Context: an optimization exercise on an open-source flow, tuned for small area and a short achievable clock period. The choices shown serve that exercise and are no tape-out recipe. In this exercise RTL edits were held to simulation tests only and were not proved equivalent to the original. Power and IR drop assume default switching activity.

$ cat flow/design.v
package eth_stream_pkg;
	localparam int DATA_W = 32;  
	localparam int BLOCK_WORDS = 16;  
	localparam int BLOCK_BYTES = 64;  
	localparam int HDR_WORDS = 8;
	localparam int FIFO_DEPTH = 64;  
	localparam int FILL_W = 7;
	localparam int SLOTS = 2;  
	localparam int RESTART_CYCLES = 1000;  
	localparam int WORD_AW = $clog2(BLOCK_WORDS);  
	localparam int FIFO_AW = $clog2(FIFO_DEPTH);
	localparam int SLOT_W = $clog2(SLOTS);
	localparam int SLOT_CNT_W = $clog2(SLOTS + 1);  
	localparam int FRAME_WORDS = HDR_WORDS + BLOCK_WORDS + 1;  
	localparam int BEAT_W = $clog2(FRAME_WORDS);
	localparam int RESTART_W = $clog2(RESTART_CYCLES + 1);
	localparam int SPI_ADDR_W = 8;
	localparam int SPI_DATA_W = 64;
	localparam int SPI_XFER_BITS = SPI_ADDR_W + SPI_DATA_W;  
	localparam int SPI_CNT_W = $clog2(SPI_XFER_BITS + 1);
	localparam logic [SPI_ADDR_W-1:0] ADDR_CONTROL = 8'd15;  
	localparam logic [SPI_ADDR_W-1:0] ADDR_IP = 8'd21;
	localparam logic [SPI_ADDR_W-1:0] ADDR_PORT = 8'd22;
	localparam logic [SPI_ADDR_W-1:0] ADDR_MAC_MY = 8'd23;
	localparam logic [SPI_ADDR_W-1:0] ADDR_MAC_DEST = 8'd24;
	typedef struct packed {
		logic [31:0] ip_my;
		logic [31:0] ip_dest;
	} cfg_ip_t;
	typedef struct packed {
		logic [31:0] unused;
		logic [15:0] port_my;
		logic [15:0] port_dest;  
	} cfg_port_t;
	typedef struct packed {
		logic [15:0] unused;
		logic [47:0] mac;
	} cfg_mac_t;
	typedef union packed {
		cfg_ip_t ip;
		cfg_port_t port;
		cfg_mac_t mac;
	} cfg_payload_u;
	typedef struct packed {
		logic [31:0] ip_my;
		logic [31:0] ip_dest;
		logic [15:0] port_my;
		logic [15:0] port_dest;
		logic [47:0] mac_my;
		logic [47:0] mac_dest;
		logic stream_off;  
	} stream_cfg_t;
	typedef struct packed {
		logic [DATA_W-1:0] data;
		logic wr;
	} sample_in_t;
	typedef struct packed {
		logic en;
		logic [SLOT_W-1:0] slot;
		logic [WORD_AW-1:0] addr;
		logic [DATA_W-1:0] data;
	} buf_wr_t;
	typedef struct packed {
		logic [SLOT_W-1:0] slot;
		logic [7:0] channel;
		logic [15:0] length;  
		logic [DATA_W-1:0] checksum;  
		logic [31:0] stamp;  
	} block_desc_t;
	typedef struct packed {
		logic [DATA_W-1:0] data;
		logic sop;
		logic eop;
		logic wren;
	} tx_word_t;
endpackage
module spi_config_regs (
	input logic clk_125,
	input logic rst_crc,
	input logic spi_sclk,
	input logic spi_mosi,
	input logic spi_cs_n,
	output logic stream_off,
	output logic [31:0] ip_my,
	output logic [31:0] ip_dest,
	output logic [15:0] port_my,
	output logic [15:0] port_dest_p1,  
	output logic [47:0] mac_my,
	output logic [47:0] mac_dest
);
	logic [2:0] sclk_q;  
	logic [1:0] mosi_q;  
	logic [2:0] cs_q;
	logic sclk_rise;
	logic cs_rise;
	logic cs_active;
	logic [71:0] shift_q;
	logic [6:0] bit_cnt;
	logic [7:0] addr;
	logic xfer_ok;
	always_ff @(posedge clk_125)
	begin
		if (rst_crc)
		begin
			sclk_q <= '0;
			mosi_q <= '0;
			cs_q <= '1;
		end
		else
		begin
			sclk_q <= {sclk_q[1:0], spi_sclk};
			mosi_q <= {mosi_q[0], spi_mosi};
			cs_q <= {cs_q[1:0], spi_cs_n};
		end
	end
	assign sclk_rise = sclk_q[1] && !sclk_q[2];
	assign cs_rise = cs_q[1] && !cs_q[2];
	assign cs_active = !cs_q[1];
	always_ff @(posedge clk_125)
	begin
		if (cs_active && sclk_rise)
			shift_q <= {shift_q[70:0], mosi_q[1]};
	end
	always_ff @(posedge clk_125)
	begin
		if (rst_crc)
			bit_cnt <= '0;
		else if (!cs_active)
			bit_cnt <= '0;
		else if (sclk_rise && bit_cnt != '1)
			bit_cnt <= bit_cnt + 1'b1;
	end
	assign addr = shift_q[71:64];
	assign xfer_ok = cs_rise && (bit_cnt == 7'd72);
	always_ff @(posedge clk_125)
	begin
		if (rst_crc)
		begin
			stream_off <= 1'b1;
			ip_my <= '0;
			ip_dest <= '0;
			port_my <= '0;
			port_dest_p1 <= 16'd1;
			mac_my <= '0;
			mac_dest <= '0;
		end
		else if (xfer_ok)
		begin
			case (addr)
				8'd15: stream_off <= shift_q[0];
				8'd21:
				begin
					ip_my <= shift_q[63:32];
					ip_dest <= shift_q[31:0];
				end
				8'd22:
				begin
					port_my <= shift_q[31:16];
					port_dest_p1 <= shift_q[15:0] + 16'd1;
				end
				8'd23: mac_my <= shift_q[47:0];
				8'd24: mac_dest <= shift_q[47:0];
				default: ;
			endcase
		end
	end
endmodule
module channel_fifo (
	input logic clk_125,
	input logic rst_crc,
	input logic flush,
	input logic wr,
	input logic rd,  
	input logic [3:0] wc,  
	input logic [9:0] new_oh,  
	output logic wr_ok,
	output logic [9:0] wr_oh,  
	output logic alloc,  
	output logic [3:0] head_blk,  
	output logic rdy  
);
	logic [5:0] wr_ptr;
	logic [1:0] rd_blk;
	logic [6:0] fill;
	logic [3:0] sec_blk [4];
	logic [3:0] cur_id;
	logic [3:0] new_id;
	logic [9:0] cur_oh;
	logic start;
	assign start = wr_ptr[3:0] == 4'd0;
	assign wr_ok = wr && !flush && !fill[6];  
	assign alloc = wr_ok && start;
	assign wr_oh = start ? new_oh : cur_oh;
	always_comb
		for (int b = 0; b < 10; b++)
			cur_oh[b] = cur_id == 4'(b);
	assign head_blk = sec_blk[rd_blk];
	assign rdy = |fill[6:4];
	always_comb
	begin
		new_id = '0;
		for (int b = 0; b < 10; b++)
			if (new_oh[b])
				new_id = new_id | 4'(b);
	end
	always_ff @(posedge clk_125)
	begin
		if (alloc)
		begin
			sec_blk[wr_ptr[5:4]] <= new_id;
			cur_id <= new_id;
		end
	end
	always_ff @(posedge clk_125)
	begin
		if (rst_crc || flush)
		begin
			wr_ptr <= '0;
			rd_blk <= '0;
			fill <= '0;
		end
		else
		begin
			if (wr_ok)
				wr_ptr <= wr_ptr + 1'b1;
			if (rd && wc == 4'd15)
				rd_blk <= rd_blk + 1'b1;
			case ({wr_ok, rd})
				2'b10: fill <= fill + 1'b1;
				2'b01: fill <= fill - 1'b1;
				default: ;
			endcase
		end
	end
endmodule
module block_pool (
	input logic clk_125,
	input logic rst_crc,
	input logic flush,  
	input logic wr_ok0,
	input logic [9:0] wr_oh0,
	input logic alloc0,
	input logic [31:0] din0,
	input logic wr_ok1,
	input logic [9:0] wr_oh1,
	input logic alloc1,
	input logic [31:0] din1,
	output logic [9:0] new_oh0,
	output logic [9:0] new_oh1,
	input logic take_blk,  
	input logic [3:0] take_id,
	input logic commit,  
	input logic [3:0] burst_id,
	input logic rd_shift,  
	input logic free_blk,  
	input logic [9:0] rd_oh,
	output logic [31:0] rd_word  
);
	localparam logic [1:0] B_FREE = 2'd0;
	localparam logic [1:0] B_FIFO = 2'd1;
	localparam logic [1:0] B_BURST = 2'd2;
	localparam logic [1:0] B_SLOT = 2'd3;
	logic [31:0] blk [10][16];
	logic [1:0] st [10];
	logic [9:0] is_free;
	logic [9:0] en;
	logic [9:0] wq0;
	logic [9:0] wq1;
	logic [31:0] dq0;
	logic [31:0] dq1;
	logic [9:0] low_seen;
	logic [9:0] high_seen;
	always_ff @(posedge clk_125)
	begin
		wq0 <= wr_ok0 ? wr_oh0 : '0;
		wq1 <= wr_ok1 ? wr_oh1 : '0;
		dq0 <= din0;
		dq1 <= din1;
	end
	always_comb
	begin
		for (int b = 0; b < 10; b++)
			en[b] = wq0[b] || wq1[b] || (rd_shift && rd_oh[b]);
	end
	always_ff @(posedge clk_125)
	begin
		for (int b = 0; b < 10; b++)
			if (en[b])
			begin
				for (int i = 0; i < 15; i++)
					blk[b][i] <= blk[b][i + 1];
				blk[b][15] <= (dq0 & {32{wq0[b]}}) | (dq1 & {32{wq1[b]}});
			end
	end
	always_comb
	begin
		for (int b = 0; b < 10; b++)
			is_free[b] = st[b] == B_FREE;
		low_seen[0] = 1'b0;
		for (int b = 1; b < 10; b++)
			low_seen[b] = low_seen[b - 1] || is_free[b - 1];
		high_seen[9] = 1'b0;
		for (int b = 8; b >= 0; b--)
			high_seen[b] = high_seen[b + 1] || is_free[b + 1];
		new_oh0 = is_free & ~low_seen;
		new_oh1 = is_free & ~high_seen;
	end
	always_ff @(posedge clk_125)
	begin
		for (int b = 0; b < 10; b++)
		begin
			if (rst_crc)
				st[b] <= B_FREE;
			else if ((alloc0 && new_oh0[b]) || (alloc1 && new_oh1[b]))
				st[b] <= B_FIFO;
			else if (take_blk && take_id == 4'(b))
				st[b] <= B_BURST;
			else if (flush && (st[b] == B_FIFO || st[b] == B_BURST))
				st[b] <= B_FREE;
			else if (commit && burst_id == 4'(b))
				st[b] <= B_SLOT;
			else if (free_blk && rd_oh[b])
				st[b] <= B_FREE;
		end
	end
	always_comb
	begin
		rd_word = '0;
		for (int b = 0; b < 10; b++)
			rd_word = rd_word | (blk[b][0] & {32{rd_oh[b]}});
	end
endmodule
module block_assembler (
	input logic clk_125,
	input logic rst_crc,
	input logic stream_off,
	input logic time_clr,
	input logic rdy0,
	input logic rdy1,
	input logic frame_done,
	input logic [3:0] head0,  
	input logic [3:0] head1,
	output logic can_start,
	output logic pick,  
	output logic [15:0] pkt_cnt,
	output logic reading,
	output logic sel,  
	output logic [3:0] word_cnt,
	output logic wr_slot,
	output logic desc_valid,
	output logic [3:0] burst_id,  
	output logic commit  
);
	localparam logic [1:0] S_IDLE = 2'd0;
	localparam logic [1:0] S_READ = 2'd1;
	localparam logic [1:0] S_DONE = 2'd2;
	logic [1:0] state;
	logic [9:0] wait_cnt;
	logic go;
	logic restart;
	logic prefer;
	logic [1:0] slots_used;
	assign restart = time_clr || stream_off;
	assign go = wait_cnt == 10'd1000;
	assign pick = (rdy0 && rdy1) ? prefer : rdy1;
	assign can_start = (state == S_IDLE) && go && !restart && !desc_valid
		&& (slots_used < 2'd2) && (rdy0 || rdy1);
	assign reading = state == S_READ;
	assign commit = (state == S_DONE) && !stream_off;
	always_ff @(posedge clk_125)
	begin
		if (can_start)
			burst_id <= pick ? head1 : head0;
	end
	always_ff @(posedge clk_125)
	begin
		if (rst_crc || restart)
			wait_cnt <= '0;
		else if (!go)
			wait_cnt <= wait_cnt + 1'b1;
	end
	always_ff @(posedge clk_125)
	begin
		if (rst_crc)
		begin
			state <= S_IDLE;
			word_cnt <= '0;
			sel <= 1'b0;
			prefer <= 1'b0;
			wr_slot <= 1'b0;
			desc_valid <= 1'b0;
		end
		else
		begin
			desc_valid <= 1'b0;
			if (stream_off)
				state <= S_IDLE;
			else
			begin
				case (state)
					S_IDLE:
					begin
						if (can_start)
						begin
							state <= S_READ;
							sel <= pick;
							prefer <= !pick;
							word_cnt <= '0;
						end
					end
					S_READ:
					begin
						word_cnt <= word_cnt + 1'b1;
						if (word_cnt == 4'd15)
							state <= S_DONE;
					end
					S_DONE:
					begin
						desc_valid <= 1'b1;
						wr_slot <= !wr_slot;
						state <= S_IDLE;
					end
					default: state <= S_IDLE;
				endcase
			end
		end
	end
	always_ff @(posedge clk_125)
	begin
		if (rst_crc || time_clr)
			pkt_cnt <= '0;
		else if (can_start)
			pkt_cnt <= pkt_cnt + 1'b1;
	end
	always_ff @(posedge clk_125)
	begin
		if (rst_crc)
			slots_used <= '0;
		else
		begin
			case ({desc_valid, frame_done})
				2'b10: slots_used <= slots_used + 1'b1;
				2'b01: slots_used <= slots_used - 1'b1;
				default: ;
			endcase
		end
	end
endmodule
module stream_framer (
	input logic clk_125,
	input logic rst_crc,
	input logic [31:0] ip_my,
	input logic [31:0] ip_dest,
	input logic [15:0] port_my,
	input logic [15:0] port_dest_p1,
	input logic [47:0] mac_my,
	input logic [47:0] mac_dest,
	input logic can_start,
	input logic pick,
	input logic [31:0] stamp_in,
	input logic wr_slot,
	input logic desc_valid,
	input logic [3:0] burst_id,
	output logic [9:0] rd_oh,  
	output logic rd_shift,
	input logic [31:0] rd_word,
	input logic tx_rdy,
	output logic [31:0] tx_data,
	output logic tx_sop,
	output logic tx_eop,
	output logic tx_wren,
	output logic frame_done
);
	logic [31:0] stamp0;
	logic [31:0] stamp1;
	logic chan0;
	logic chan1;
	logic q_valid;
	logic [3:0] q_blk;
	logic [9:0] cur_oh;
	logic busy;
	logic [4:0] beat;
	logic cur;  
	logic take;
	logic accept;
	logic last_beat;
	logic [15:0] h_mac_dest_lo;
	logic [47:0] h_mac_my;
	logic [31:0] h_ip_my;
	logic [31:0] h_ip_dest;
	logic [15:0] h_port_my;
	logic [15:0] h_port_dest_p1;
	logic [31:0] txd;
	logic [31:0] acc;
	logic [31:0] sum;
	logic [31:0] next_word;
	logic sop_q;
	logic eop_q;
	logic pay_q;  
	assign take = !busy && q_valid;
	assign accept = busy && tx_rdy;
	assign last_beat = beat == 5'd24;
	assign frame_done = accept && last_beat;
	assign rd_shift = accept && pay_q;
	assign rd_oh = cur_oh;
	always_ff @(posedge clk_125)
	begin
		if (can_start && !wr_slot)
		begin
			stamp0 <= stamp_in;
			chan0 <= pick;
		end
		if (can_start && wr_slot)
		begin
			stamp1 <= stamp_in;
			chan1 <= pick;
		end
	end
	always_ff @(posedge clk_125)
	begin
		if (rst_crc)
			q_valid <= 1'b0;
		else
		begin
			if (take)
				q_valid <= 1'b0;
			if (desc_valid)
				q_valid <= 1'b1;
		end
	end
	always_ff @(posedge clk_125)
	begin
		if (desc_valid)
			q_blk <= burst_id;
		if (take)
			for (int b = 0; b < 10; b++)
				cur_oh[b] <= q_blk == 4'(b);
	end
	always_ff @(posedge clk_125)
	begin
		if (rst_crc)
		begin
			busy <= 1'b0;
			beat <= '0;
			cur <= 1'b0;
			sop_q <= 1'b0;
			eop_q <= 1'b0;
			pay_q <= 1'b0;
		end
		else if (take)
		begin
			busy <= 1'b1;
			beat <= '0;
			sop_q <= 1'b1;
			eop_q <= 1'b0;
			pay_q <= 1'b0;
		end
		else if (accept)
		begin
			sop_q <= 1'b0;
			eop_q <= beat == 5'd23;
			pay_q <= (beat >= 5'd6) && (beat <= 5'd21);
			if (last_beat)
			begin
				busy <= 1'b0;
				beat <= '0;
				cur <= !cur;
			end
			else
				beat <= beat + 1'b1;
		end
	end
	always_ff @(posedge clk_125)
	begin
		if (take)
		begin
			h_mac_dest_lo <= mac_dest[15:0];
			h_mac_my <= mac_my;
			h_ip_my <= ip_my;
			h_ip_dest <= ip_dest;
			h_port_my <= port_my;
			h_port_dest_p1 <= port_dest_p1;
		end
	end
	assign sum = acc + txd;
	always_ff @(posedge clk_125)
	begin
		if (accept && (beat >= 5'd8) && (beat <= 5'd22))
			acc <= (beat == 5'd8) ? txd : sum;
	end
	always_comb
	begin
		case (beat)
			5'd0: next_word = {h_mac_dest_lo, h_mac_my[47:32]};
			5'd1: next_word = h_mac_my[31:0];
			5'd2: next_word = h_ip_my;
			5'd3: next_word = h_ip_dest;
			5'd4: next_word = {h_port_my, h_port_dest_p1};
			5'd5: next_word = cur ? stamp1 : stamp0;
			5'd6: next_word = {15'd0, cur ? chan1 : chan0, 16'd64};
			5'd23: next_word = sum;
			default: next_word = rd_word;
		endcase
	end
	always_ff @(posedge clk_125)
	begin
		if (take)
			txd <= mac_dest[47:16];
		else if (accept)
			txd <= next_word;
	end
	assign tx_data = txd;
	assign tx_sop = sop_q;
	assign tx_eop = eop_q;
	assign tx_wren = accept;
endmodule
module eth_stream_top (
	input logic clk_125,
	input logic rst_crc,
	input logic spi_sclk,
	input logic spi_mosi,
	input logic spi_cs_n,
	input logic [31:0] ch0_data,
	input logic ch0_wr,
	input logic [31:0] ch1_data,
	input logic ch1_wr,
	input logic [15:0] numb_inter,
	input logic time_clr,
	input logic tx_rdy,
	output logic [31:0] tx_data,
	output logic tx_sop,
	output logic tx_eop,
	output logic tx_wren
);
	logic stream_off;
	logic [31:0] ip_my;
	logic [31:0] ip_dest;
	logic [15:0] port_my;
	logic [15:0] port_dest_p1;
	logic [47:0] mac_my;
	logic [47:0] mac_dest;
	logic rdy0;
	logic rdy1;
	logic wr_ok0;
	logic wr_ok1;
	logic [9:0] wr_oh0;
	logic [9:0] wr_oh1;
	logic alloc0;
	logic alloc1;
	logic [9:0] new_oh0;
	logic [9:0] new_oh1;
	logic [3:0] head0;
	logic [3:0] head1;
	logic can_start;
	logic pick;
	logic [15:0] pkt_cnt;
	logic reading;
	logic sel;
	logic [3:0] word_cnt;
	logic wr_slot;
	logic desc_valid;
	logic [3:0] burst_id;
	logic commit;
	logic frame_done;
	logic [9:0] rd_oh;
	logic rd_shift;
	logic [31:0] rd_word;
	spi_config_regs u_spi (
		.clk_125(clk_125), .rst_crc(rst_crc),
		.spi_sclk(spi_sclk), .spi_mosi(spi_mosi), .spi_cs_n(spi_cs_n),
		.stream_off(stream_off), .ip_my(ip_my), .ip_dest(ip_dest),
		.port_my(port_my), .port_dest_p1(port_dest_p1),
		.mac_my(mac_my), .mac_dest(mac_dest)
	);
	channel_fifo u_fifo0 (
		.clk_125(clk_125), .rst_crc(rst_crc), .flush(stream_off),
		.wr(ch0_wr), .rd(reading && !sel), .wc(word_cnt), .new_oh(new_oh0),
		.wr_ok(wr_ok0), .wr_oh(wr_oh0), .alloc(alloc0), .head_blk(head0), .rdy(rdy0)
	);
	channel_fifo u_fifo1 (
		.clk_125(clk_125), .rst_crc(rst_crc), .flush(stream_off),
		.wr(ch1_wr), .rd(reading && sel), .wc(word_cnt), .new_oh(new_oh1),
		.wr_ok(wr_ok1), .wr_oh(wr_oh1), .alloc(alloc1), .head_blk(head1), .rdy(rdy1)
	);
	block_pool u_pool (
		.clk_125(clk_125), .rst_crc(rst_crc), .flush(stream_off),
		.wr_ok0(wr_ok0), .wr_oh0(wr_oh0), .alloc0(alloc0), .din0(ch0_data),
		.wr_ok1(wr_ok1), .wr_oh1(wr_oh1), .alloc1(alloc1), .din1(ch1_data),
		.new_oh0(new_oh0), .new_oh1(new_oh1),
		.take_blk(can_start), .take_id(pick ? head1 : head0),
		.commit(commit), .burst_id(burst_id),
		.rd_shift(rd_shift), .free_blk(frame_done), .rd_oh(rd_oh), .rd_word(rd_word)
	);
	block_assembler u_asm (
		.clk_125(clk_125), .rst_crc(rst_crc), .stream_off(stream_off),
		.time_clr(time_clr), .rdy0(rdy0), .rdy1(rdy1), .frame_done(frame_done),
		.head0(head0), .head1(head1),
		.can_start(can_start), .pick(pick), .pkt_cnt(pkt_cnt),
		.reading(reading), .sel(sel), .word_cnt(word_cnt),
		.wr_slot(wr_slot), .desc_valid(desc_valid),
		.burst_id(burst_id), .commit(commit)
	);
	stream_framer u_framer (
		.clk_125(clk_125), .rst_crc(rst_crc),
		.ip_my(ip_my), .ip_dest(ip_dest), .port_my(port_my),
		.port_dest_p1(port_dest_p1), .mac_my(mac_my), .mac_dest(mac_dest),
		.can_start(can_start), .pick(pick), .stamp_in({numb_inter, pkt_cnt}),
		.wr_slot(wr_slot), .desc_valid(desc_valid), .burst_id(burst_id),
		.rd_oh(rd_oh), .rd_shift(rd_shift), .rd_word(rd_word),
		.tx_rdy(tx_rdy), .tx_data(tx_data), .tx_sop(tx_sop), .tx_eop(tx_eop),
		.tx_wren(tx_wren), .frame_done(frame_done)
	);
endmodule
$ cat flow/run.sh
#!/bin/bash
# synth_recipe.tcl (not shown) runs the flow's synth.tcl, then flattens the netlist and writes it again
# the make line also repeats each setting of config.mk as NAME=value (left out here)
make -C /OpenROAD-flow-scripts/flow DESIGN_CONFIG=/design/flow/config.mk WORK_HOME=/design/flow/orfs CLKGATE_MAP_FILE= SYNTH_SCRIPT=/design/flow/synth_recipe.tcl finish
$ cat flow/config.mk
export PLATFORM = sky130hd
export DESIGN_NAME = eth_stream_top
export DESIGN_NICKNAME = eth_stream_top
export VERILOG_FILES = /design/flow/design.v
export SDC_FILE = /design/flow/constraint.sdc
export NUM_CORES = 4
export LEC_CHECK = 0
export CAP_MARGIN = 20
export CORE_MARGIN = 2
export CORE_UTILIZATION = 55
export CTS_CLUSTER_DIAMETER = 80
export CTS_CLUSTER_SIZE = 30
export PLACE_DENSITY = 0.68
export SETUP_SLACK_MARGIN = 4.6
export SLEW_MARGIN = 20
$ cat flow/constraint.sdc
create_clock -name core_clock -period 8.0 [get_ports {clk_125}]
set_input_delay 1.6000 -clock core_clock [delete_from_list [all_inputs] [get_ports {clk_125}]]
set_output_delay 1.6000 -clock core_clock [all_outputs]
set_load 0.01 [all_outputs]
==> flow_metrics.py, run 1 <==
metrics = {
    "worst_setup_path": {
        "crit_family": "buffers and inverters",
        "cp_slowest_cell": "buf_6",
        "cpPeakStageDelay_ps": 110,
        "critPathLaunchType": "input port",
        "cp.required_ps": 6400,
        "critPathBufInv": 3,
        "crit_type": "in2out",
        "cp-end-kind": "output port",
        "critPathArrivalTime_ps": 1930,
        "cp_max_fo": 2,
        "path_cells": "buf_8 -> nand2_4 -> clkinv_4 -> buf_6",
    },
    "route": {
        "ant_nets": 0,
        "vias_per_cell": 5.64,
        "routed_wl_mm": 343,
        "drt_pre_antenna_iters": 6,
        "first_iter_violations": 10066,
        "vias": 76577,
        "drc": 0,
        "routedWlPerCell_um": 25.2,
    },
    "clocking": {
        "clk_latency_ps": 980,
        "cts_hold_buffers": 0,
        "clock_path_buffers": 4,
        "cts_inserted_buffers": 234,
        "htreeDepth": 4,
        "cts_tree": "built",
        "cts.clk_slew.worst_paths_ps": 110,
        "root_buffer": "clkbuf_16",
        "clock_sinks": 5935,
    },
    "pwr": {
        "vdd_drop_max_mv": 0.182,
        "p_sw_uw": 8910,
        "power_frac_clock_pct": 30.1,
        "internal_power_uw": 39200,
        "p_comb_share_pct": 0.2,
        "power_leakage_uw": 0.0624,
        "swShare_pct": 18.5,
        "pwr-share-seq_pct": 69.7,
        "power.density_nw_per_um2": 234,
    },
    "floorplanning": {
        "dieArea_sq_um": 352000,
        "rows": 216,
        "die-width_um": 593,
        "die_y_um": 593,
        "io_pins": 124,
        "coreArea_sq_um": 346000,
        "start_util_pct": 55.2,
    },
    "timing": {
        "slew-limit-headroom_pct": 22.4,
        "min_period_ps": 3530,
        "slew_violations": 0,
        "finalCritPeriodShare_pct": 44.1,
        "rsz0062_at_grt": "yes",
        "setup_viol": 0,
        "fin_worst_skew_ps": 75.7,
        "whs_ps": 366,
        "setup_tns_ps": 0,
        "fmax_mhz": 283,
        "hold_viol": 0,
        "worstMarginPinSlew_ps": 1160,
    },
    "logic_synthesis": {
        "synthFlopType": "edfxtp_1",
        "synth_top_area_share_pct": 87.2,
        "syn_inst": 8677,
        "yosys_warnings": 7,
        "synth_edf_count": 5540,
        "ys_seq_area_share_pct": 91.4,
        "syn_area_sq_um": 191000,
        "ys_types": 77,
        "synth_top_area_cell": "edfxtp_1",
        "async_flop_share_pct": 0,
        "synth_nets": 8838,
        "ys_ff_latch": 5935,
        "synthTopCellsByArea": "edfxtp_1 (87%), dfxtp_1 (4.1%), a22o_1 (1.7%)",
        "syn_area_per_cell_sq_um": 22.0,
    },
    "global_route": {
        "grt_pass1_vias": 71974,
        "grt_max_degree": 210,
        "antenna_found_initial": 29,
        "grt_pass1_wl_mm": 491,
        "track_usage_pct": 19.2,
        "grt_overflow": 0,
    },
    "finish": {
        "n_fill_cell": 23646,
        "layout_commonest_cell": "edfxtp_1",
        "final_cell_mix": "edfxtp_1 (5540), nand2_1 (531), a22o_1 (362)",
        "nets": 9012,
        "syn_to_final_growth_pct": 7.66,
        "drive_gt1_share_pct": 6.28,
    },
    "min_path": {
        "min_path_type": "reg2reg",
    },
    "placed_design": {
        "port_buffers": 123,
        "gp_congestion": 0.842,
        "dpl.hpwl_mm": 203,
    },
    "outcome": {
        "status": "timing/DRC/antenna clean",
    },
    "run": {
        "max_cap_viol_count": 0,
    },
}
[kinds of logic after synthesis]
kind of cell,after synthesis,share of synthesized area [%]
fa+ha+maj,72,0.484
xor+xnor,104,0.477
flops,5935,91.4
buf+inv,398,0.785
mux,67,0.418
simple gates,1002,2.31
compound gates,1099,4.17
[state kept, by name, summed over array words and instances (netlist names), 32 cells and up, named ones only]
register / flops
u_framer.h_mac_my: 48
u_framer.stamp0: 32
u_framer.h_ip_dest: 32
u_spi.shift_q: 72
u_framer.txd: 32
u_framer.stamp1: 32
u_spi.ip_dest: 32
u_pool.blk: 5120
u_pool.dq0: 32
u_pool.dq1: 32
u_spi.mac_dest: 48
u_spi.mac_my: 48
u_framer.h_ip_my: 32
u_spi.ip_my: 32
u_framer.acc: 32
[layer usage]
layer / track usage [%] / vias to the layer above / wire (um) / share of wire [%]
met3: 2.39 / 462 / 23800 / 6.9
met1: 30.2 / 39267 / 154000 / 45
met2: 28.9 / 2605 / 155000 / 45
li1: - / 34241 / - / -
met5: 0 / - / 9 / 0.0026
met4: 5.32 / 2 / 10100 / 3.0
[power groups by stage]
stage          registers, uW  logic, uW  clock network, uW
4_1_cts                33500       93.7              14900
3_5_place_dp           34200       93.4                  0
3_3_place_gp           34200       91.9                  0
5_1_grt                33500        100              15800
2_1_floorplan          34100       64.1                  0
6_report               33500       95.4              14500
[synth_stat cells, types with 5 or more instances]
cell,number
xnor2_1,39
a21o_1,27
mux4_2,8
nor2_1,194
inv_1,62
nor3b_1,7
a21oi_1,283
and4_1,5
a22oi_1,129
nor2b_1,15
a22o_1,362
o2111ai_1,11
nand2_1,532
edfxtp_1,5540
a211oi_1,20
nor4_1,8
o21ai_1,15
dfxtp_1,395
a221oi_1,75
nand4_1,61
nand2b_1,26
a222oi_1,6
o21bai_1,6
and2_1,9
a31oi_1,8
or2_2,9
clkbuf_1,261
or3_1,14
nor3_1,39
mux2_2,21
o21ai_0,87
nand3_1,48
and3_1,17
a32o_1,9
buf_1,69
a221o_1,5
mux2i_1,38
xor2_1,65
o31ai_1,8
a211o_1,14
ha_1,69
[timing repair]
action	4_1_cts	5_1_grt
endpoints found under the setup margin	1686	51
buffers inserted	24	8
resized for setup	93	25
gates cloned	1	2
pin swaps	2	3
[worst reg2reg max path: cells and delay by family (launching register included)]
kind / cells / cell delay, ps
AO/OA/AOI/OAI: 4 / 1620
AND/OR/NAND/NOR: 2 / 610
flip-flops: 1 / 450
buffers and inverters: 1 / 380
[area by class of cell]
type                    count  area, sq um  share of cell area, %
clock buffers             341         6330                   3.08
multi-input cells        2347        15300                   7.44
inverters                  65          262                  0.127
flip-flops and latches   5935       174000                   84.9
repair buffers            268         2690                   1.31
clock inverters            41          764                  0.372
well taps                4578         5730                   2.79
diodes                      5         12.5                0.00609
[worst paths after layout]
path                            from                  to  slack [ps]  cells after the start
setup / recovery              tx_rdy             tx_wren        4470                      4
hold / removal    u_pool.blk[94][21]  u_pool.blk[93][21]         370                      0
setup reg to reg  u_framer.cur_oh[3]    u_framer.txd[18]        4720                      7
hold reg to reg   u_pool.blk[94][21]  u_pool.blk[93][21]         370                      0
[metrics by stage]
| stage | setup WS [ps] | utilization, % | std cells | power, uW | area [sq um] |
|---|---|---|---|---|---|
| detailed placement | 3200 | 57.2 | 13154 | 34300 | 198000 |
| floorplan | 2220 | - | 8677 | 34200 | 191000 |
| global placement | 3170 | 57.2 | 13154 | 34300 | 198000 |
| global route | 4460 | 59.4 | 13576 | 49400 | 205000 |
| CTS | 4440 | 59.3 | 13561 | 48500 | 205000 |
| finish | 4470 | 59.4 | 13580 | 48100 | 205000 |
==> run 2, diff against run 1 <==
--- a/flow/design.v
+++ b/flow/design.v
@@ -174,6 +174,7 @@
 	input logic [3:0] wc,  
 	input logic [9:0] new_oh,  
 	output logic wr_ok,
+	output logic ok,  
 	output logic [9:0] wr_oh,  
 	output logic alloc,  
 	output logic [3:0] head_blk,  
@@ -188,7 +189,8 @@
 	logic [9:0] cur_oh;
 	logic start;
 	assign start = wr_ptr[3:0] == 4'd0;
-	assign wr_ok = wr && !flush && !fill[6];  
+	assign ok = !flush && !fill[6];  
+	assign wr_ok = wr && ok;
 	assign alloc = wr_ok && start;
 	assign wr_oh = start ? new_oh : cur_oh;
 	always_comb
@@ -237,11 +239,13 @@
 	input logic clk_125,
 	input logic rst_crc,
 	input logic flush,  
-	input logic wr_ok0,
+	input logic wr0,  
+	input logic ok0,  
 	input logic [9:0] wr_oh0,
 	input logic alloc0,
 	input logic [31:0] din0,
-	input logic wr_ok1,
+	input logic wr1,
+	input logic ok1,
 	input logic [9:0] wr_oh1,
 	input logic alloc1,
 	input logic [31:0] din1,
@@ -264,23 +268,18 @@
 	logic [1:0] st [10];
 	logic [9:0] is_free;
 	logic [9:0] en;
-	logic [9:0] wq0;
-	logic [9:0] wq1;
-	logic [31:0] dq0;
-	logic [31:0] dq1;
+	logic [9:0] w0;
+	logic [9:0] w1;
 	logic [9:0] low_seen;
 	logic [9:0] high_seen;
-	always_ff @(posedge clk_125)
-	begin
-		wq0 <= wr_ok0 ? wr_oh0 : '0;
-		wq1 <= wr_ok1 ? wr_oh1 : '0;
-		dq0 <= din0;
-		dq1 <= din1;
-	end
 	always_comb
 	begin
 		for (int b = 0; b < 10; b++)
-			en[b] = wq0[b] || wq1[b] || (rd_shift && rd_oh[b]);
+		begin
+			w0[b] = wr0 && ok0 && wr_oh0[b];
+			w1[b] = wr1 && ok1 && wr_oh1[b];
+			en[b] = w0[b] || w1[b] || (rd_shift && rd_oh[b]);
+		end
 	end
 	always_ff @(posedge clk_125)
 	begin
@@ -289,7 +288,7 @@
 			begin
 				for (int i = 0; i < 15; i++)
 					blk[b][i] <= blk[b][i + 1];
-				blk[b][15] <= (dq0 & {32{wq0[b]}}) | (dq1 & {32{wq1[b]}});
+				blk[b][15] <= w1[b] ? din1 : din0;
 			end
 	end
 	always_comb
@@ -496,12 +495,11 @@
 	logic [31:0] next_word;
 	logic sop_q;
 	logic eop_q;
-	logic pay_q;  
 	assign take = !busy && q_valid;
 	assign accept = busy && tx_rdy;
 	assign last_beat = beat == 5'd24;
 	assign frame_done = accept && last_beat;
-	assign rd_shift = accept && pay_q;
+	assign rd_shift = accept && (beat >= 5'd7) && (beat <= 5'd22);
 	assign rd_oh = cur_oh;
 	always_ff @(posedge clk_125)
 	begin
@@ -545,7 +543,6 @@
 			cur <= 1'b0;
 			sop_q <= 1'b0;
 			eop_q <= 1'b0;
-			pay_q <= 1'b0;
 		end
 		else if (take)
 		begin
@@ -553,13 +550,11 @@
 			beat <= '0;
 			sop_q <= 1'b1;
 			eop_q <= 1'b0;
-			pay_q <= 1'b0;
 		end
 		else if (accept)
 		begin
 			sop_q <= 1'b0;
 			eop_q <= beat == 5'd23;
-			pay_q <= (beat >= 5'd6) && (beat <= 5'd21);
 			if (last_beat)
 			begin
 				busy <= 1'b0;
@@ -643,6 +638,8 @@
 	logic rdy1;
 	logic wr_ok0;
 	logic wr_ok1;
+	logic ok0;
+	logic ok1;
 	logic [9:0] wr_oh0;
 	logic [9:0] wr_oh1;
 	logic alloc0;
@@ -675,17 +672,17 @@
 	channel_fifo u_fifo0 (
 		.clk_125(clk_125), .rst_crc(rst_crc), .flush(stream_off),
 		.wr(ch0_wr), .rd(reading && !sel), .wc(word_cnt), .new_oh(new_oh0),
-		.wr_ok(wr_ok0), .wr_oh(wr_oh0), .alloc(alloc0), .head_blk(head0), .rdy(rdy0)
+		.wr_ok(wr_ok0), .ok(ok0), .wr_oh(wr_oh0), .alloc(alloc0), .head_blk(head0), .rdy(rdy0)
 	);
 	channel_fifo u_fifo1 (
 		.clk_125(clk_125), .rst_crc(rst_crc), .flush(stream_off),
 		.wr(ch1_wr), .rd(reading && sel), .wc(word_cnt), .new_oh(new_oh1),
-		.wr_ok(wr_ok1), .wr_oh(wr_oh1), .alloc(alloc1), .head_blk(head1), .rdy(rdy1)
+		.wr_ok(wr_ok1), .ok(ok1), .wr_oh(wr_oh1), .alloc(alloc1), .head_blk(head1), .rdy(rdy1)
 	);
 	block_pool u_pool (
 		.clk_125(clk_125), .rst_crc(rst_crc), .flush(stream_off),
-		.wr_ok0(wr_ok0), .wr_oh0(wr_oh0), .alloc0(alloc0), .din0(ch0_data),
-		.wr_ok1(wr_ok1), .wr_oh1(wr_oh1), .alloc1(alloc1), .din1(ch1_data),
+		.wr0(ch0_wr), .ok0(ok0), .wr_oh0(wr_oh0), .alloc0(alloc0), .din0(ch0_data),
+		.wr1(ch1_wr), .ok1(ok1), .wr_oh1(wr_oh1), .alloc1(alloc1), .din1(ch1_data),
 		.new_oh0(new_oh0), .new_oh1(new_oh1),
 		.take_blk(can_start), .take_id(pick ? head1 : head0),
 		.commit(commit), .burst_id(burst_id),
--- a/flow/config.mk
+++ b/flow/config.mk
@@ -11,5 +11,5 @@
 export CTS_CLUSTER_DIAMETER = 80
 export CTS_CLUSTER_SIZE = 30
 export PLACE_DENSITY = 0.68
-export SETUP_SLACK_MARGIN = 4.6
+export SETUP_SLACK_MARGIN = 4.5
 export SLEW_MARGIN = 20
==> flow_metrics.py, run 2 <==
metrics = {
    "worst_setup_path": {
        "critPathArrivalTime_ps": 4460,
        "critPathLaunchType": "input port",
        "rrSetupSlack_ps": 4540,
        "r2r_start": "u_framer.beat[1]",
        "cp.required_ps": 8860,
        "startpoint": "ch1_wr",
        "reg2reg_to": "u_framer.txd[6]",
        "cp_max_fo": 6,
        "cp-end-kind": "register",
        "crit_type": "in2reg",
        "r2r_cells": 8,
    },
    "floorplanning": {
        "die-width_um": 592,
        "start_util_pct": 55.4,
        "io_pins": 124,
        "dieArea_sq_um": 351000,
        "coreArea_sq_um": 344000,
        "die_y_um": 592,
        "rows": 215,
    },
    "min_path": {
        "hp-start": "u_pool.blk[2][4]",
        "min_path_type": "reg2reg",
        "hold_depth": 0,
        "hold_end": "u_pool.blk[1][4]",
    },
    "logic_synthesis": {
        "synth.most_common_cell": "edfxtp_1",
        "synth_top_area_cell": "edfxtp_1",
        "syn_inst": 8633,
        "async_flop_share_pct": 0,
        "synth_edf_count": 5540,
        "synthTopCellsByArea": "edfxtp_1 (87%), dfxtp_1 (3.3%), nand2_1 (1.1%)",
        "ys_seq_area_share_pct": 90.7,
        "netlist_top_cells_count": "edfxtp_1 (5540), nand2_1 (564), a21oi_1 (310), dfxtp_1 (310), nor2_1 (212)",
        "ys_types": 88,
        "ys_ff_latch": 5850,
        "yosys_warnings": 7,
        "synthFlopType": "edfxtp_1",
        "synth_nets": 8794,
        "syn_area_sq_um": 190000,
        "synth_top_area_share_pct": 87.5,
        "syn_area_per_cell_sq_um": 22.0,
    },
    "clocking": {
        "htreeDepth": 4,
        "cts.clk_slew.worst_paths_ps": 110,
        "root_buffer": "clkbuf_16",
        "cts_inserted_buffers": 227,
        "cts_tree": "built",
        "clock_path_buffers": 4,
        "clk_latency_ps": 980,
        "clock_sinks": 5850,
        "cts_hold_buffers": 0,
    },
    "timing": {
        "worstMarginPinSlew_ps": 1230,
        "setup_slack_ps": 4400,
        "setup_viol": 0,
        "hold_viol": 0,
        "finalCritPeriodShare_pct": 45.0,
        "slew-limit-headroom_pct": 18.0,
        "fin_worst_skew_ps": 76.9,
        "min_period_ps": 3600,
        "rsz0062_at_grt": "yes",
        "setup_tns_ps": 0,
        "fmax_mhz": 278,
        "slew_violations": 0,
    },
    "run": {
        "max_cap_viol_count": 0,
    },
    "global_route": {
        "grt_overflow": 0,
        "grt_max_degree": 151,
        "grt_pass1_vias": 73579,
        "grt_pass1_wl_mm": 495,
        "antenna_found_initial": 27,
        "track_usage_pct": 19.5,
    },
    "route": {
        "vias_per_cell": 5.64,
        "routedWlPerCell_um": 25.5,
        "routed_wl_mm": 348,
        "drt_pre_antenna_iters": 6,
        "ant_nets": 0,
        "drc": 0,
        "vias": 77099,
        "first_iter_violations": 8868,
    },
    "finish": {
        "final_cell_mix": "edfxtp_1 (5540), nand2_1 (555), dfxtp_1 (308)",
        "syn_to_final_growth_pct": 9.47,
        "layout_commonest_cell": "edfxtp_1",
        "reg_top3": "u_pool.blk (5120), u_spi.shift_q (72)",
        "fin_area_sq_um": 208000,
        "nets": 9166,
        "drive_gt1_share_pct": 9.50,
        "regMostFlops": "u_pool.blk",
        "largest_register_ffs": 5120,
    },
    "pwr": {
        "power.density_nw_per_um2": 226,
        "vdd_drop_max_mv": 0.192,
        "pwr-share-seq_pct": 69.9,
        "power_leakage_uw": 0.0641,
        "p_sw_uw": 8660,
        "p_comb_share_pct": 0.6,
        "power_frac_clock_pct": 29.5,
        "internal_power_uw": 38500,
        "swShare_pct": 18.4,
        "power.total_uw": 47200,
    },
    "outcome": {
        "status": "timing/DRC/antenna clean",
    },
    "placed_design": {
        "dpl.hpwl_mm": 193,
        "port_buffers": 123,
        "gp_congestion": 0.857,
        "dp_slack_ps": 1720,
        "placed_area_sq_um": 198000,
    },
}
run 2: cell types whose count changed after synthesis, moves of 17 or more:
| cell | change |
|---|---|
| clkbuf_1 | -92 |
| a22o_1 | -307 |
| dfxtp_1 | -85 |
| nor2_1 | +18 |
| o21ai_0 | -19 |
| mux2_1 | +180 |
| buf_2 | +29 |
| a22oi_1 | -33 |
| mux2_2 | +122 |
| nand2_1 | +32 |
| a21oi_1 | +27 |
| mux2i_1 | +17 |
run 2: cell type report:
class                      count  area, sq um
tap                         4557         5700
sequential                  5850       173000
antenna                       11         27.5
clock inverter                36          587
inverter                      71          282
clock buffer                 283         5950
fill                       23097       135000
timing repair buffer         423         6090
multi-input combinational   2432        17000
run 2: per-layer routing:
| layer | up-vias | track usage (%) | part of all wire (%) |
|---|---|---|---|
| met5 | - | 0 | 0.0078 |
| met1 | 39849 | 28.0 | 43 |
| met4 | 4 | 5.24 | 2.9 |
| li1 | 34300 | - | - |
| met2 | 2486 | 31.7 | 48 |
| met3 | 460 | 2.71 | 6.1 |
run 2: power groups by stage:
stage	combinational, uW	sequential (uW)	clock [uW]
after floorplan	114	33700	0
after global placement	266	33700	0
after detailed placement	270	33700	0
after CTS	272	33000	14300
after global routing	280	33000	15300
final	266	33000	13900
run 2: timing repair:
item | in CTS | in global routing
setup buffers | 69 | 15
gates cloned | 53 | 17
endpoints found under the setup margin | 5432 | 3336
pin swaps | 18 | 9
resized for setup | 237 | 64
run 2: cells by family (layout without fill, tap and decap cells):
group	count (synthesis)	in the layout	synth area share (%)
fa+ha+maj	72	72	0.485
xor+xnor	93	93	0.428
simple gates	1075	1083	2.52
buf+inv	362	813	0.785
compound gates	795	798	2.76
mux	386	386	2.30
flops	5850	5850	90.7
other cells	0	11	0
run 2: through the flow:
stage          hold slack (ps)  std cells  utilization (%)
2_1_floorplan              386       8633                -
3_3_place_gp               400      13177             57.6
3_5_place_dp               394      13179             57.6
4_1_cts                    368      13620             60.4
5_1_grt                    403      13653             60.6
6_report                   371      13663             60.6
run 2: how the worst max path moves through the flow:
stage	endpoint	slack [ps]	cells past startpoint
3_5_place_dp	u_pool.blk[68][17]	1720	11
3_3_place_gp	u_pool.blk[79][17]	1800	11
4_1_cts	u_pool.blk[87][10]	4440	9
5_1_grt	u_fifo1.fill[6]	4250	16
2_1_floorplan	u_pool.blk[112][0]	-19600	5
6_report	u_fifo1.fill[6]	4400	16
run 2: worst max-delay path, cell delays in order:
cell and delay, ps:
clkdlybuf4s15_2 260, nor3b_4 180, buf_4 160, buf_4 150
inv_2 70, ha_2 260, inv_1 100, fa_1 440
nor2b_1 150, o21ai_0 120, a21boi_1 200, o21ai_0 140
and3_1 200, nor3_1 200, xnor2_1 160, nor2_1 50

static timing again, ports no longer ideal:
How much do the figures lean on ideal ports? The routed layouts below were timed once more, with nothing changed but the port constraints.
Step 1: set_driving_cell puts a clkbuf_16 on clk_125 and a buf_2 on each other input, an assumption about the parent block.
Step 2 adds t to the input delays and takes it off the output delays; t is the mean of the earliest and latest rising clock arrival at the registers after step 1. Input paths then give back, and output paths get back, about the clock's delay inside the block.
a / b / c = no drivers / after step 1 / after step 2; a / b = the first two.
run	t (ns)	slack for setup (ns)	worst data-port slew with drivers (ns)
run 1	1.048	4.470 / 4.429 / 3.690	0.07
run 2	1.054	4.400 / 4.475 / 3.427	0.05
After both steps every run listed still meets setup and hold. For run 2, which loses most, drivers alone change the setup slack by +0.075 ns; drivers and shift together by -0.973 ns.
